From an optimization exercise on the open Yosys and OpenROAD flow, aimed at small area; shortcuts taken in it are not production practice. The RTL was checked by simulation tests, not by an equivalence proof against the original design. Power is estimated from default activity; no workload was simulated.

==> design.v <==
module apb_slave_mem #(
    parameter int DEPTH    = 16,
    parameter int ADDR_LSB = 2
) (
    input  logic        hclk,
    input  logic        hreset,
    input  logic [2:0]  pselx,
    input  logic        penable,
    input  logic        pwrite,
    input  logic [31:0] paddr,
    input  logic [31:0] pwdata,
    output logic [31:0] prdata,
    output logic        perr,
    output logic [15:0] wr_count,
    output logic [15:0] rd_count
);
    localparam int AW = $clog2(DEPTH);
    typedef enum logic [1:0] {
        ST_IDLE,
        ST_SETUP,
        ST_ACCESS
    } state_e;
    state_e        state_q, state_d;
    logic [31:0]   mem_q [3][DEPTH];
    logic [2:0]    lat_sel_q;
    logic [AW-1:0] lat_idx_q;
    logic          lat_wr_q;
    logic [31:0]   prdata_q;
    logic          perr_q;
    logic [15:0]   wr_count_q;
    logic [15:0]   rd_count_q;
    logic          sel;
    logic          multi;
    logic          lat_multi;
    logic [AW-1:0] idx;
    logic          mismatch;
    logic          err_set;
    logic          latch;
    logic          commit;
    logic          commit_ok;
    logic [31:0]   rd_word;
    logic          unused_paddr;
    assign sel       = |pselx;
    assign multi     = (pselx & (pselx - 3'd1)) != 3'd0;
    assign lat_multi = (lat_sel_q & (lat_sel_q - 3'd1)) != 3'd0;
    assign idx       = paddr[ADDR_LSB +: AW];
    assign mismatch  = (pselx != lat_sel_q) || (idx != lat_idx_q) || (pwrite != lat_wr_q);
    assign commit_ok = commit && !multi && !lat_multi;
    assign unused_paddr = ^paddr;
    always_comb begin
        rd_word = '0;
        for (int b = 0; b < 3; b++) begin
            if (pselx[b]) rd_word = rd_word | mem_q[b][idx];
        end
    end
    always_ff @(posedge hclk or posedge hreset) begin
        if (hreset) state_q <= ST_IDLE;
        else        state_q <= state_d;
    end
    always_comb begin
        state_d = state_q;
        err_set = multi;
        latch   = 1'b0;
        commit  = 1'b0;
        case (state_q)
            ST_IDLE: begin
                if (penable) begin
                    err_set = 1'b1;
                end else if (sel) begin
                    state_d = ST_SETUP;
                    latch   = 1'b1;
                end
            end
            ST_SETUP: begin
                if (!sel) begin
                    state_d = ST_IDLE;
                    err_set = 1'b1;
                end else if (penable) begin
                    state_d = ST_ACCESS;
                    commit  = 1'b1;
                    if (mismatch) err_set = 1'b1;
                end
            end
            ST_ACCESS: begin
                if (!sel) begin
                    state_d = ST_IDLE;
                end else if (penable) begin
                    err_set = 1'b1;
                end else begin
                    state_d = ST_SETUP;
                    latch   = 1'b1;
                end
            end
            default: state_d = ST_IDLE;
        endcase
    end
    always_ff @(posedge hclk or posedge hreset) begin
        if (hreset) begin
            for (int b = 0; b < 3; b++) begin
                for (int w = 0; w < DEPTH; w++) begin
                    mem_q[b][w] <= '0;
                end
            end
            lat_sel_q  <= '0;
            lat_idx_q  <= '0;
            lat_wr_q   <= 1'b0;
            prdata_q   <= '0;
            perr_q     <= 1'b0;
            wr_count_q <= '0;
            rd_count_q <= '0;
        end else begin
            if (latch) begin
                lat_sel_q <= pselx;
                lat_idx_q <= idx;
                lat_wr_q  <= pwrite;
                if (!pwrite && !multi) prdata_q <= rd_word;
            end
            if (commit_ok && lat_wr_q) begin
                for (int b = 0; b < 3; b++) begin
                    if (lat_sel_q[b]) mem_q[b][lat_idx_q] <= pwdata;
                end
                wr_count_q <= wr_count_q + 16'd1;
            end
            if (commit_ok && !lat_wr_q) rd_count_q <= rd_count_q + 16'd1;
            if (err_set) perr_q <= 1'b1;
        end
    end
    assign prdata   = prdata_q;
    assign perr     = perr_q;
    assign wr_count = wr_count_q;
    assign rd_count = rd_count_q;
endmodule
==> run.sh <==
#!/bin/bash
# synth_recipe.tcl (not shown) runs the flow's synth.tcl, then flattens the netlist and writes it again
# the make line also repeats each setting of config.mk as NAME=value (left out here)
make -C /OpenROAD-flow-scripts/flow DESIGN_CONFIG=/design/flow/config.mk WORK_HOME=/design/flow/orfs CLKGATE_MAP_FILE= SYNTH_SCRIPT=/design/flow/synth_recipe.tcl finish
==> config.mk <==
export PLATFORM = sky130hd
export DESIGN_NAME = apb_slave_mem
export DESIGN_NICKNAME = apb_slave_mem
export VERILOG_FILES = /design/flow/design.v
export SDC_FILE = /design/flow/constraint.sdc
export NUM_CORES = 4
export LEC_CHECK = 0
export CAP_MARGIN = 20
export CORE_MARGIN = 2
export CORE_UTILIZATION = 40
export SLEW_MARGIN = 20
==> constraint.sdc <==
create_clock -name core_clock -period 5.0 [get_ports {hclk}]
set_input_delay 1.0000 -clock core_clock [delete_from_list [all_inputs] [get_ports {hclk}]]
set_output_delay 1.0000 -clock core_clock [all_outputs]
set_load 0.01 [all_outputs]
==> summary.md, run 1 <==
| Metric | Value |
|---|---|
| Status | finished clean |
| Ports | 136 |
| Max FO, Critical Path | 18 |
| Nets | 5623 |
| Worst slew pin tran | 1.30 ns |
| Die Y | 436 um |
| TritonCTS Sinks | 1611 |
| Routed len/inst | 38.2 um |
| Post-Syn Nets | 5567 |
| Post-DRT Antenna Nets | 0 |
| Root Buffer Master | clkbuf_16 |
| Worst r2r src | state_q[1]$_DFFE_PP0P_ |
| CTS buffer count | 174 |
| Hold-fix buffers, CTS | 0 |
| Sw power | 0.00780 W |
| First-pass GRT wire length | 434000 um |
| Cells after synthesis | 5494 |
| Hpwl dp | 190000 um |
| Gr usage total | 0.324 |
| FF-to-FF path depth | 7 |
| Pwr dens | 351 nW/um^2 |
| Comb pwr share | 0.093 |
| Die ar. | 190000 um^2 |
| Lkg Pwr | 41.6 nW |
| Vias in the first global route | 52653 |
| Area grow syn2layout | 14.5% |
| Setup Skew | 0.0404 ns |
| Number of flops mapped to enable cells by yosys | 0 |
| Hold Path Stages | 1 |
| Setup TNS | 0 ns |
| DR pass1 iterations | 6 |
| Post-CTS Setup Bufs | 0 |
| Fin. Hold Viols | 0 |
| H-tree Lvls | 4 |
| Synth async-reset ratio | 1.00 |
| DRT iter0 DRCs | 7098 |
| GRT Residual Overflow | 0 |
| Drt via density | 6.55 |
| Top FF cell, synth | dfrtp_1 |
| YS warnings | 2 |
| Crit end category | flip-flop |
| Clock tree from TritonCTS | built |
| Syn Area/Cell | 13.6 um^2 |
| Area of the mapped netlist | 74700 um^2 |
| Final wirelength | 313000 um |
| CP Class | flip-flop to flip-flop |
| Die X | 436 um |
| Min-delay worst type | flip-flop to flip-flop |
| Tmin final | 3.65 ns |
| Clock group share of total power | 0.443 |
| Peak supply drop | 395 uV |
| Switching share of power | 0.260 |
| Initial antenna violation count | 23 |
| Clk buf depth | 3 |
| Port bufs | 107 |
| WHS | 0.463 ns |
| CP startpoint kind | flip-flop |
| RR Endpoint | mem_q[26][1]$_DFFE_PP0P_ |
| Post-synth cell types | 83 |
| Period utilisation layout | 0.729 |
| CP arrival | 4.34 ns |
| Hold Path End | wr_count_q[15]$_DFFE_PP0P_ |
| Max-slew headroom | 0.134 |
| RD Place Congestion | 0.894 |
| Share of cells above drive strength 1 | 0.420 |
| Clk latency of the worst-skew pair | 0.86 ns |
| Sequential share of the synthesized area | 0.540 |
| RSZ-0062 raised after global routing | no |
| Max frequency | 274 MHz |
| Final setup fails | 0 |
| Flops & latches, synth | 1611 |
| CP startpoint | state_q[1]$_DFFE_PP0P_ |
| Final Slew Violations | 0 |
| DRC | 0 |
| Cell Rows | 158 |
| Largest net degree at the start of global routing | 132 |
| Worst-path clk slew | 0.06 ns |
| Setup slack, reg-to-reg | 1.35 ns |
| Initial Util | 0.403 |
| Via Count | 53550 |
| Hold_sp | wr_count_q[15]$_DFFE_PP0P_ |
| Area of the core | 185000 um^2 |
| P_int | 0.0222 W |
| Max-cap violations | 0 |
| CTS resizes | 0 |
| CP Data Required Time | 5.70 ns |
| Reg power frac | 0.464 |
-- worst max-delay path by stage --
stage                          endpoint  slack, ns
4_1_cts        mem_q[26][1]$_DFFE_PP0P_       1.43
6_report       mem_q[26][1]$_DFFE_PP0P_       1.35
5_1_grt        mem_q[26][1]$_DFFE_PP0P_       1.28
3_3_place_gp   prdata_q[28]$_DFFE_PP0P_       0.65
3_5_place_dp   mem_q[26][3]$_DFFE_PP0P_       0.69
2_1_floorplan  lat_idx_q[0]$_DFFE_PP0P_     -18.32
-- layout make-up --
type                       instances  area (um^2)
fill                           16593        99900
sequential                      1611        40300
multi-input combinational       3319        32000
clock buffer                     264         5150
timing repair buffer             434         4230
tap                             2480         3100
clock inverter                    47          633
inverter                          10         41.3
antenna                           16         40.0
-- kinds of logic after synthesis --
| logic type | after synthesis | share of synthesized area |
|---|---|---|
| AO/OA/AOI/OAI | 963 | 0.0957 |
| XOR/XNOR | 39 | 0.00458 |
| adder cells (fa/ha/maj) | 3 | 0.000469 |
| buffers and inverters | 564 | 0.0372 |
| flip-flops | 1611 | 0.540 |
| multiplexers | 1814 | 0.289 |
| AND/OR/NAND/NOR | 500 | 0.0334 |
-- per-stage QoR --
stage | worst slack (ns) | std cells | total power [W] | area, um^2 | utilization
6_report | 1.35 | 8181 | 0.0300 | 85500 | 0.461
5_1_grt | 1.28 | 8167 | 0.0308 | 85400 | 0.461
4_1_cts | 1.43 | 8165 | 0.0300 | 85400 | 0.461
3_5_place_dp | 0.691 | 7854 | 0.0169 | 79700 | 0.430
3_3_place_gp | 0.652 | 7853 | 0.0168 | 79600 | 0.429
2_1_floorplan | -18.32 | 5494 | 0.0155 | 74700 | -
-- synth_stat cells (all sizes together) (7+ instances only) --
cell | count | area (um^2)
a21o | 7 | 52.6
o211ai | 20 | 150
inv | 10 | 37.5
or2 | 8 | 50.1
a31oi | 26 | 163
a221o | 18 | 180
and4 | 7 | 61.3
o22ai | 88 | 551
dfrtp | 1611 | 40300
and3b | 9 | 78.8
o21ai | 102 | 510
a211oi | 9 | 67.6
xnor2 | 20 | 175
a41oi | 14 | 123
a222oi | 26 | 260
a21oi | 90 | 450
and2 | 13 | 82.6
a221oi | 78 | 683
o31ai | 13 | 97.6
o221ai | 35 | 307
and3 | 14 | 87.6
nor2 | 166 | 623
o2bb2ai | 22 | 193
o41ai | 10 | 87.6
nor3b | 14 | 125
nor2b | 15 | 93.8
nand2 | 146 | 623
buf | 260 | 1630
nand4 | 7 | 43.8
a32oi | 15 | 131
mux2i | 176 | 1760
mux2 | 1619 | 19400
o32ai | 10 | 87.6
nor3 | 25 | 135
clkbuf | 294 | 1110
a22oi | 232 | 1740
nand3 | 30 | 150
xor2 | 19 | 166
o21a | 8 | 60.1
a22o | 81 | 709
mux4 | 19 | 428
o22a | 12 | 105
nor4 | 7 | 56.3
nand2b | 21 | 131
-- placed cells by master, fill, tap and decap left out, drive strengths merged, types with 35 or more instances in the layout --
master,instances
o22ai,88
o221ai,35
a221oi,78
dfrtp,1611
mux2,1619
clkbuf,264
a22oi,232
o21ai,102
clkdlybuf4s50,75
nor2,166
a22o,81
nand2,146
mux2i,176
a21oi,90
buf,359
-- power groups by stage --
stage	Combinational (W)	Sequential, W	Clock [W]
2_1_floorplan	0.00144	0.0141	0
3_3_place_gp	0.00269	0.0141	0
3_5_place_dp	0.00273	0.0142	0
4_1_cts	0.00274	0.0139	0.0134
5_1_grt	0.00289	0.0140	0.0139
6_report	0.00281	0.0139	0.0133
-- critical path, stage by stage, from the launching register on --
cell      delay, ns
dfrtp_1        0.42
nand2b_1       0.18
a221o_1        0.31
nor4_2         0.56
and2_2         0.62
nand2_4        0.60
buf_4          0.44
mux2_4         0.32
-- registers in the layout, summed over array words and instances, names as in the netlist --
register / cells
mem_q: 1536
prdata_q: 32
rd_count_q: 16
wr_count_q: 16
lat_idx_q: 4
lat_sel_q: 3
state_q: 2
lat_wr_q: 1
perr_q: 1
-- per-layer routing --
layer,wire length [um],track usage,vias to the layer above
met5,55,0,-
met4,23900,0.213,8
met3,34000,0.0803,987
met2,132000,0.468,3420
met1,123000,0.432,28661
li1,-,-,20474
==> inputs of run 2 (changes only) <==
==> design.v (replaced) <==
module apb_slave_mem (
    input  logic        hclk,
    input  logic        hreset,
    input  logic [2:0]  pselx,
    input  logic        penable,
    input  logic        pwrite,
    input  logic [31:0] paddr,
    input  logic [31:0] pwdata,
    output logic [31:0] prdata,
    output logic        perr,
    output logic [15:0] wr_count,
    output logic [15:0] rd_count
);
    localparam logic [1:0] ST_IDLE   = 2'd0;
    localparam logic [1:0] ST_SETUP  = 2'd1;
    localparam logic [1:0] ST_ACCESS = 2'd2;
    logic [1:0]  state_q, state_d;
    logic [31:0] mem_q [48];
    logic [47:0] vld_q;
    logic [2:0]  lat_sel_q;
    logic [3:0]  lat_idx_q;
    logic        lat_wr_q;
    logic [31:0] prdata_q;
    logic        perr_q;
    logic [15:0] wr_count_q;
    logic [15:0] rd_count_q;
    logic        sel, multi, lat_multi, mismatch;
    logic        err_set, latch, commit, commit_ok;
    logic [3:0]  idx;
    logic [31:0] rd_word;
    logic [47:0] rsel, wsel;
    assign sel       = |pselx;
    assign multi     = (pselx[0] & pselx[1]) | (pselx[0] & pselx[2]) | (pselx[1] & pselx[2]);
    assign lat_multi = (lat_sel_q[0] & lat_sel_q[1]) | (lat_sel_q[0] & lat_sel_q[2]) | (lat_sel_q[1] & lat_sel_q[2]);
    assign idx       = paddr[5:2];
    assign mismatch  = (pselx != lat_sel_q) || (idx != lat_idx_q) || (pwrite != lat_wr_q);
    assign commit_ok = commit && !multi && !lat_multi;
    always_comb begin
        for (int b = 0; b < 3; b++)
            for (int w = 0; w < 16; w++) begin
                rsel[b*16+w] = pselx[b] && (idx == w[3:0]) && vld_q[b*16+w];
                wsel[b*16+w] = commit_ok && lat_wr_q && lat_sel_q[b] && (lat_idx_q == w[3:0]);
            end
        rd_word = '0;
        for (int k = 0; k < 48; k++)
            rd_word = rd_word | (mem_q[k] & {32{rsel[k]}});
    end
    always_comb begin
        state_d = state_q;
        err_set = multi;
        latch   = 1'b0;
        commit  = 1'b0;
        case (state_q)
            ST_IDLE: begin
                if (penable) begin
                    err_set = 1'b1;
                end else if (sel) begin
                    state_d = ST_SETUP;
                    latch   = 1'b1;
                end
            end
            ST_SETUP: begin
                if (!sel) begin
                    state_d = ST_IDLE;
                    err_set = 1'b1;
                end else if (penable) begin
                    state_d = ST_ACCESS;
                    commit  = 1'b1;
                    if (mismatch) err_set = 1'b1;
                end
            end
            ST_ACCESS: begin
                if (!sel) begin
                    state_d = ST_IDLE;
                end else if (penable) begin
                    err_set = 1'b1;
                end else begin
                    state_d = ST_SETUP;
                    latch   = 1'b1;
                end
            end
            default: state_d = ST_IDLE;
        endcase
    end
    always_ff @(posedge hclk or posedge hreset) begin
        if (hreset) begin
            state_q    <= ST_IDLE;
            vld_q      <= '0;
            prdata_q   <= '0;
            perr_q     <= 1'b0;
            wr_count_q <= '0;
            rd_count_q <= '0;
        end else begin
            state_q <= state_d;
            vld_q   <= vld_q | wsel;
            if (latch && !pwrite && !multi) prdata_q <= rd_word;
            if (commit_ok && lat_wr_q)  wr_count_q <= wr_count_q + 16'd1;
            if (commit_ok && !lat_wr_q) rd_count_q <= rd_count_q + 16'd1;
            if (err_set) perr_q <= 1'b1;
        end
    end
    always_ff @(posedge hclk) begin
        if (latch) begin
            lat_sel_q <= pselx;
            lat_idx_q <= idx;
            lat_wr_q  <= pwrite;
        end
    end
    always_ff @(posedge hclk) begin
        for (int k = 0; k < 48; k++)
            if (wsel[k]) mem_q[k] <= pwdata;
    end
    assign prdata   = prdata_q;
    assign perr     = perr_q;
    assign wr_count = wr_count_q;
    assign rd_count = rd_count_q;
endmodule
--- a/config.mk
+++ b/config.mk
@@ -7,5 +7,8 @@
 export LEC_CHECK = 0
 export CAP_MARGIN = 20
 export CORE_MARGIN = 2
-export CORE_UTILIZATION = 40
+export CORE_UTILIZATION = 70
+export CTS_BUF_LIST = sky130_fd_sc_hd__clkbuf_8
+export CTS_CLUSTER_SIZE = 30
+export GPL_TIMING_DRIVEN = 0
 export SLEW_MARGIN = 20
==> run 2 against run 1 <==
Against the previous run:
- now fails the layout checks on negative setup slack
- fmax is 31% lower
- non-clock buffer count fell by 6
- largest power group unchanged
- clock-buffer cell count increased by 14
- setup slack got worse by 1.6 ns
==> summary.md, run 2 <==
| Metric | Value |
|---|---|
| Area of the mapped netlist | 60500 um^2 |
| Final wirelength | 243000 um |
| Initial Util | 0.708 |
| Worst-path clk slew | 0.07 ns |
| Largest net degree at the start of global routing | 70 |
| Final Slew Violations | 0 |
| Cell taking the most area after synthesis | edfxtp_1 |
| Post-synth cell types | 65 |
| Sequential cell area | 49200 um^2 |
| Peak supply drop | 365 uV |
| Crit end category | flip-flop |
| Sequential share of the synthesized area | 0.814 |
| Final worst slack | -0.281 ns |
| Lkg Pwr | 23.7 nW |
| Nets | 3803 |
| RD Place Congestion | 0.980 |
| CP Data Required Time | 5.86 ns |
| Area grow syn2layout | 17.2% |
| H-tree Lvls | 4 |
| Post-DRT Antenna Nets | 0 |
| First-pass GRT wire length | 320000 um |
| Post-Syn Nets | 3328 |
| DR pass1 iterations | 7 |
| Cells after synthesis | 3255 |
| Hpwl dp | 155000 um |
| Drt via density | 8.19 |
| Yosys top cell area share | 0.766 |
| Most frequent cells after synthesis | edfxtp_1 (1544), a221oi_1 (238), a22oi_1 (237) |
| Ports | 136 |
| Hold-fix buffers, CTS | 0 |
| Largest Register | mem_q |
| Initial antenna violation count | 29 |
| Fin. Hold Viols | 0 |
| Max-slew headroom | 0.0509 |
| Die X | 298 um |
| Syn Area/Cell | 18.6 um^2 |
| Tmin final | 5.28 ns |
| Period utilisation layout | 1.06 |
| Max FFs per register | 1536 |
| Top FF cell, synth | edfxtp_1 |
| Area of the core | 85400 um^2 |
| Most common cell after layout, fill and taps aside | edfxtp_1 |
| YS warnings | 2 |
| Area of the multi-input gates | 10700 um^2 |
| Routed len/inst | 47.5 um |
| Regs by FF count | mem_q: 1536 flops, vld_q: 48 flops, prdata_q: 32 flops |
| Port bufs | 107 |
| Final std cells w/o fill | 5112 |
| Max FO, Critical Path | 10 |
| Final setup fails | 2 |
| DRT iter0 DRCs | 9853 |
| Max frequency | 189 MHz |
| Via Count | 41864 |
| Fillers | 4131 |
| CP startpoint kind | input port |
| CTS buffer count | 240 |
| CP Class | input port to flip-flop |
| Inst Count DP | 4631 |
| Number of flops mapped to enable cells by yosys | 1544 |
| Gr usage total | 0.550 |
| Root Buffer Master | clkbuf_8 |
| Setup slack at placement | -0.959 ns |
| Clk latency of the worst-skew pair | 0.99 ns |
| GRT Residual Overflow | 0 |
| Die ar. | 88800 um^2 |
| Setup Skew | 0.0644 ns |
| Synth top area cells | edfxtp_1 (77%), dfrtp_1 (4.8%), a221oi_1 (3.4%), a22o_1 (3.4%), a22oi_1 (2.9%) |
| Clk buf depth | 3 |
| RSZ-0062 raised after global routing | no |
| Most frequent cells in the layout | edfxtp_1 (1544), clkbuf_8 (278), a221oi_1 (238) |
| Vias in the first global route | 38921 |
| Worst slew pin tran | 1.42 ns |
| Cell Rows | 107 |
| Share of cells above drive strength 1 | 0.181 |
| TritonCTS Sinks | 1659 |
| Synth async-reset ratio | 0.0693 |
| Setup TNS | -0.324 ns |
| DRC | 0 |
| Clock tree from TritonCTS | built |
| Min-delay worst type | input port to flip-flop |
| Die Y | 298 um |
| Max-cap violations | 0 |
| Status | failed layout checks |
| SO Faults | negative setup slack |
| CP arrival | 6.15 ns |
| Pwr dens | 380 nW/um^2 |
| Flops & latches, synth | 1659 |
| Total power | 0.0270 W |
| Cell with the most instances after synthesis | edfxtp_1 |
-- run 2: cell count changes in the layout (fill, tap and decap cells not counted), moves of 91 or more --
| cell | previous run | this run |
|---|---|---|
| edfxtp_1 | 0 | 1544 |
| dfrtp_1 | 1611 | 115 |
| mux2_2 | 1319 | 2 |
| mux2_4 | 300 | 0 |
| buf_4 | 261 | 9 |
| clkbuf_8 | 44 | 278 |
| mux2i_1 | 176 | 0 |
| clkbuf_16 | 175 | 0 |
| a221oi_1 | 78 | 238 |
| a22o_1 | 81 | 236 |
| nor2_1 | 144 | 37 |
| o21ai_0 | 101 | 3 |
| inv_1 | 5 | 96 |
-- run 2: critical path, stage by stage --
cell and delay [ns]:
clkdlybuf4s50_1 0.63, buf_2 0.40, clkbuf_1 0.67, and3_1 0.68
buf_2 0.56, buf_1 1.09, a22oi_1 0.52, nand4_1 0.27
nor3_1 0.10, a31oi_1 0.18
-- run 2: cells by family after synthesis --
logic type / synth area share
flip-flops: 0.814
AO/OA/AOI/OAI: 0.116
AND/OR/NAND/NOR: 0.0476
buffers and inverters: 0.0152
XOR/XNOR: 0.00579
adder cells (fa/ha/maj): 0.000579
multiplexers: 0.000372
-- run 2: final timing paths --
kind / start / cells past startpoint / slack, ns / to
worst min-delay path: pwdata[31] / 1 / 0.30 / mem_q[3][31]$_DFFE_PP_
worst max-delay path: pselx[0] / 10 / -0.28 / prdata_q[6]$_DFFE_PP0P_
min in group asynchronous: hreset / 2 / 0.45 / vld_q[44]$_DFF_PP0_
worst max register to register: state_q[0]$_DFFE_PP0P_ / 8 / 0.91 / mem_q[39][12]$_DFFE_PP_
worst min register to register: vld_q[3]$_DFF_PP0_ / 1 / 0.46 / vld_q[3]$_DFF_PP0_
max in group asynchronous: hreset / 3 / 3.57 / prdata_q[0]$_DFFE_PP0P_
-- run 2: area by class of cell --
| class | instances | share of cell area |
|---|---|---|
| diodes | 26 | 0.000918 |
| plain buffers | 195 | 0.0137 |
| clock buffers | 278 | 0.0540 |
| clock inverters | 176 | 0.0129 |
| inverters | 5 | 0.000371 |
| multi-input cells | 1396 | 0.151 |
| flip-flops and latches | 1659 | 0.695 |
| well taps | 1144 | 0.0202 |
| repair buffers | 233 | 0.0521 |
-- run 2: power by group --
part           internal [W]  leakage (nW)  total [W]  switching, W
Sequential           0.0153          15.4     0.0154      0.000129
Clock               0.00537          2.77     0.0107       0.00530
Combinational      0.000323          5.57   0.000887      0.000564
-- run 2: per-layer routing --
metal | GRT usage | part of all wire | vias to the layer above | routed length (um)
met4 | 0.433 | 0.11 | 32 | 26100
met3 | 0.308 | 0.21 | 1611 | 50300
met5 | 0.0341 | 0.0022 | - | 525
met1 | 0.659 | 0.29 | 20003 | 69700
li1 | - | - | 14761 | -
met2 | 0.729 | 0.40 | 5457 | 96200
-- run 2: timing repair --
item,CTS,global route
pin swaps,1,0
buffers inserted,1,0
endpoints found under the setup margin,11,4
gates resized for setup,0,1
-- run 2: per-stage QoR --
stage | hold WS (ns) | instance area, um^2 | utilization
6_report | 0.301 | 70900 | 0.830
5_1_grt | 0.307 | 70800 | 0.829
4_1_cts | 0.276 | 70800 | 0.829
3_5_place_dp | 0.444 | 66000 | 0.773
3_3_place_gp | 0.440 | 63000 | 0.738
2_1_floorplan | 0.425 | 60500 | -
==> inputs of run 3 (changes only) <==
--- a/config.mk
+++ b/config.mk
@@ -8,7 +8,4 @@
 export CAP_MARGIN = 20
 export CORE_MARGIN = 2
 export CORE_UTILIZATION = 70
-export CTS_BUF_LIST = sky130_fd_sc_hd__clkbuf_8
-export CTS_CLUSTER_SIZE = 30
-export GPL_TIMING_DRIVEN = 0
 export SLEW_MARGIN = 20
==> run 3 against run 2 <==
Against the previous run:
- synthesized cell count unchanged
- power up 4.1%
- the run now finishes clean
- critical path depth down 2
- area after synthesis unchanged
- clock-buffer cell count down 60
- sequential share of layout area up 0.69 points
- first-iteration DRC count down 20%
- sequential power about the same
- setup slack better by 1.1 ns
- routed wire length down 12%
==> summary.md, run 3 <==
| Metric | Value |
|---|---|
| Status | finished clean |
| Clock group share of total power | 0.420 |
| Setup TNS | 0 ns |
| Tmin final | 4.15 ns |
| Hold_sp | vld_q[26]$_DFF_PP0_ |
| Final wirelength | 213000 um |
| Pwr dens | 400 nW/um^2 |
| Initial antenna violation count | 7 |
| Clock tree from TritonCTS | built |
| Synth async-reset ratio | 0.0693 |
| Worst slew pin tran | 1.18 ns |
| Via Count | 39062 |
| Vias in the first global route | 37624 |
| Crit-path most repeated cell | buf_4 |
| Sw power | 0.00570 W |
| Post-CTS Setup Bufs | 0 |
| Share of cells above drive strength 1 | 0.168 |
| Die X | 298 um |
| Yosys top cell area share | 0.766 |
| Post-layout instance area | 70200 um^2 |
| TritonCTS Sinks | 1659 |
| Ports | 136 |
| Worst r2r src | vld_q[15]$_DFF_PP0_ |
| Drt via density | 8.03 |
| Compound-Gate Fraction of Synth Area | 0.116 |
| Setup slack, reg-to-reg | 1.89 ns |
| Fin. Hold Viols | 0 |
| Area of the mapped netlist | 60500 um^2 |
| Most common cell after layout, fill and taps aside | edfxtp_1 |
| Port bufs | 107 |
| Worst path cell trace | clkdlybuf4s50_1 > buf_4 > nor4b_1 > and3_2 > buf_4 > a221oi_1 > nand4_1 > o32a_1 |
| Post-DRT Antenna Nets | 0 |
| Buf/Inv on CP | 3 |
| CP startpoint kind | input port |
| Max frequency | 241 MHz |
| Sequential share of the synthesized area | 0.814 |
| Final Slew Violations | 0 |
| Crit end category | flip-flop |
| Max FFs per register | 1536 |
| DR pass1 iterations | 13 |
| CP arrival | 4.82 ns |
| Final worst slack | 0.854 ns |
| Hpwl dp | 121000 um |
| Cell taking the most area after synthesis | edfxtp_1 |
| Regs by FF count | mem_q: 1536 flops, vld_q: 48 flops, prdata_q: 32 flops |
| Peak supply drop | 376 uV |
| CP peak stage delay | 0.99 ns |
| Max-slew headroom | 0.212 |
| Worst-path clk slew | 0.06 ns |
| Simple-gate share of the synthesized area | 0.0476 |
| Largest net degree at the start of global routing | 86 |
| Cell Rows | 107 |
| Nets | 3656 |
| Main combinational cell family by area after synthesis | compound AO/OA/AOI/OAI gates |
| YS warnings | 2 |
| Routed len/inst | 43.7 um |
| Hold Path End | vld_q[26]$_DFF_PP0_ |
| Most frequent cells in the layout | edfxtp_1 (1544), a221oi_1 (238), a22oi_1 (237) |
| CP Class | input port to flip-flop |
| Post-synth cell types | 65 |
| Lkg Pwr | 23.0 nW |
| CP Data Required Time | 5.67 ns |
| FF-to-FF path depth | 7 |
| Gr usage total | 0.484 |
| Root Buffer Master | clkbuf_16 |
| GRT Residual Overflow | 0 |
| Placement Cell Area | 65000 um^2 |
| Largest Register | mem_q |
| Final setup fails | 0 |
| H-tree Lvls | 4 |
| Total power | 0.0281 W |
| DRT iter0 DRCs | 7876 |
| Reg power frac | 0.549 |
| Hold Path Stages | 1 |
| Syn Area/Cell | 18.6 um^2 |
| Min-delay worst type | flip-flop to flip-flop |
| Setup Skew | 0.0336 ns |
| RSZ-0062 raised after global routing | no |
| First-pass GRT wire length | 290000 um |
| CTS buffer count | 158 |
| Cells after synthesis | 3255 |
| Number of flops mapped to enable cells by yosys | 1544 |
| Die Y | 298 um |
| Post-Syn Nets | 3328 |
| P_int | 0.0224 W |
| Mux share of post-synthesis cell area | 0.000372 |
| Fillers | 4145 |
| Area of the core | 85400 um^2 |
| Clk latency of the worst-skew pair | 0.77 ns |
| CTS resizes | 0 |
| Die ar. | 88800 um^2 |
| RR Endpoint | prdata_q[15]$_DFFE_PP0P_ |
| Area grow syn2layout | 16.0% |
| RD Place Congestion | 0.951 |
| Post-synthesis xor/xnor area fraction | 0.00579 |
| Max FO, Critical Path | 17 |
| Max-cap violations | 0 |
| Most frequent cells after synthesis | edfxtp_1 (1544), a221oi_1 (238), a22oi_1 (237) |
| Flops & latches, synth | 1659 |
| Top FF cell, synth | edfxtp_1 |
| Clk buf depth | 3 |
| Cell family with most CP delay | simple AND/OR/NAND/NOR gates |
| DRC | 0 |
| Period utilisation layout | 0.829 |
| Cell with the most instances after synthesis | edfxtp_1 |
| Comb pwr share | 0.031 |
| Switching share of power | 0.203 |
| Setup slack at placement | 0.287 ns |
| Initial Util | 0.708 |
| Adder-Cell Fraction of Synth Area | 0.000579 |
| Hold-fix buffers, CTS | 0 |
| Critical-path top delay cell | and3_2 |
| Synth top area cells | edfxtp_1 (77%), dfrtp_1 (4.8%), a221oi_1 (3.4%), a22o_1 (3.4%), a22oi_1 (2.9%) |
[run 3: power by group through the flow]
| stage | sequential, W | combinational [W] | clock [W] |
|---|---|---|---|
| 2_1_floorplan | 0.0157 | 0.000232 | 0 |
| 3_3_place_gp | 0.0157 | 0.000805 | 0 |
| 3_5_place_dp | 0.0157 | 0.000835 | 0 |
| 4_1_cts | 0.0154 | 0.000844 | 0.0117 |
| 5_1_grt | 0.0154 | 0.000895 | 0.0122 |
| 6_report | 0.0154 | 0.000861 | 0.0118 |
[run 3: cell type report]
class | count | area (um^2) | area share
flip-flops and latches | 1659 | 49200 | 0.702
multi-input cells | 1396 | 10800 | 0.154
diodes | 6 | 15.0 | 0.000214
repair buffers | 363 | 3580 | 0.0511
clock buffers | 218 | 4420 | 0.0629
well taps | 1144 | 1430 | 0.0204
clock inverters | 75 | 671 | 0.00956
inverters | 5 | 23.8 | 0.000339
[run 3: cells by family after synthesis]
logic type / count (synthesis)
adders and majority gates: 3
and+or+nand+nor: 499
buffers and inverters: 200
AOI/OAI and AO/OA: 852
xor gates and xnor gates: 40
DFF: 1659
muxes: 2
[run 3: worst max path at each step]
stage | slack (ns) | to | cells after the start | startpoint
after floorplan | 0.79 | mem_q[27][0]$_DFFE_PP_ | 7 | pselx[2]
after global placement | 0.38 | prdata_q[2]$_DFFE_PP0P_ | 8 | paddr[5]
after detailed placement | 0.29 | prdata_q[24]$_DFFE_PP0P_ | 9 | paddr[2]
after CTS | 1.06 | prdata_q[30]$_DFFE_PP0P_ | 8 | paddr[2]
after global routing | 0.94 | prdata_q[30]$_DFFE_PP0P_ | 8 | paddr[2]
final | 0.85 | prdata_q[30]$_DFFE_PP0P_ | 8 | paddr[2]
[run 3: routing by layer]
| layer | wire, um | track usage | up-vias |
|---|---|---|---|
| met5 | 42 | 0 | - |
| met4 | 19100 | 0.341 | 8 |
| met3 | 36800 | 0.163 | 1097 |
| met2 | 92300 | 0.702 | 4414 |
| met1 | 64400 | 0.624 | 19167 |
| li1 | - | - | 14376 |
[run 3: metrics by stage]
step                cells  hold WS [ns]   util
global placement     4565         0.439  0.761
detailed placement   4566         0.447  0.762
CTS                  4859         0.459  0.821
finish               4866         0.459  0.822
floorplan            3255         0.425      -
global route         4860         0.472  0.821

[static timing again, ports no longer ideal]
The results above use ideal ports. As a check the final layouts listed here were re-extracted and re-timed, cells and wires unchanged. Step 1: set_driving_cell puts a clkbuf_16 on hclk and a buf_2 on each other input, an assumption about the parent block. Step 2 moves the port delays by t, midway between the first and last clock arrival at a register: inputs arrive t later, outputs are due t later. That takes back most of the time a late clock gives input paths. Slacks: no drivers / after step 1 / after step 2; pairs: no drivers / after step 1.
run	shift t [ns]	slack for setup (ns)	hold slack, ns	clock arrival spread, ns	slew at the worst register clock pin (ns)
run 1	0.920	1.355 / 1.336 / 0.416	0.463 / 0.463 / 0.463	0.048 / 0.047	0.07 / 0.07
run 2	1.028	-0.281 / -0.246 / -1.274	0.301 / 0.252 / 0.459	0.076 / 0.075	0.08 / 0.08
run 3	0.826	0.854 / 0.888 / 0.063	0.459 / 0.459 / 0.459	0.034 / 0.035	0.07 / 0.07
The setup slack of run 2, which loses most, moves by +0.035 ns with the drivers and by -0.993 ns with both steps.
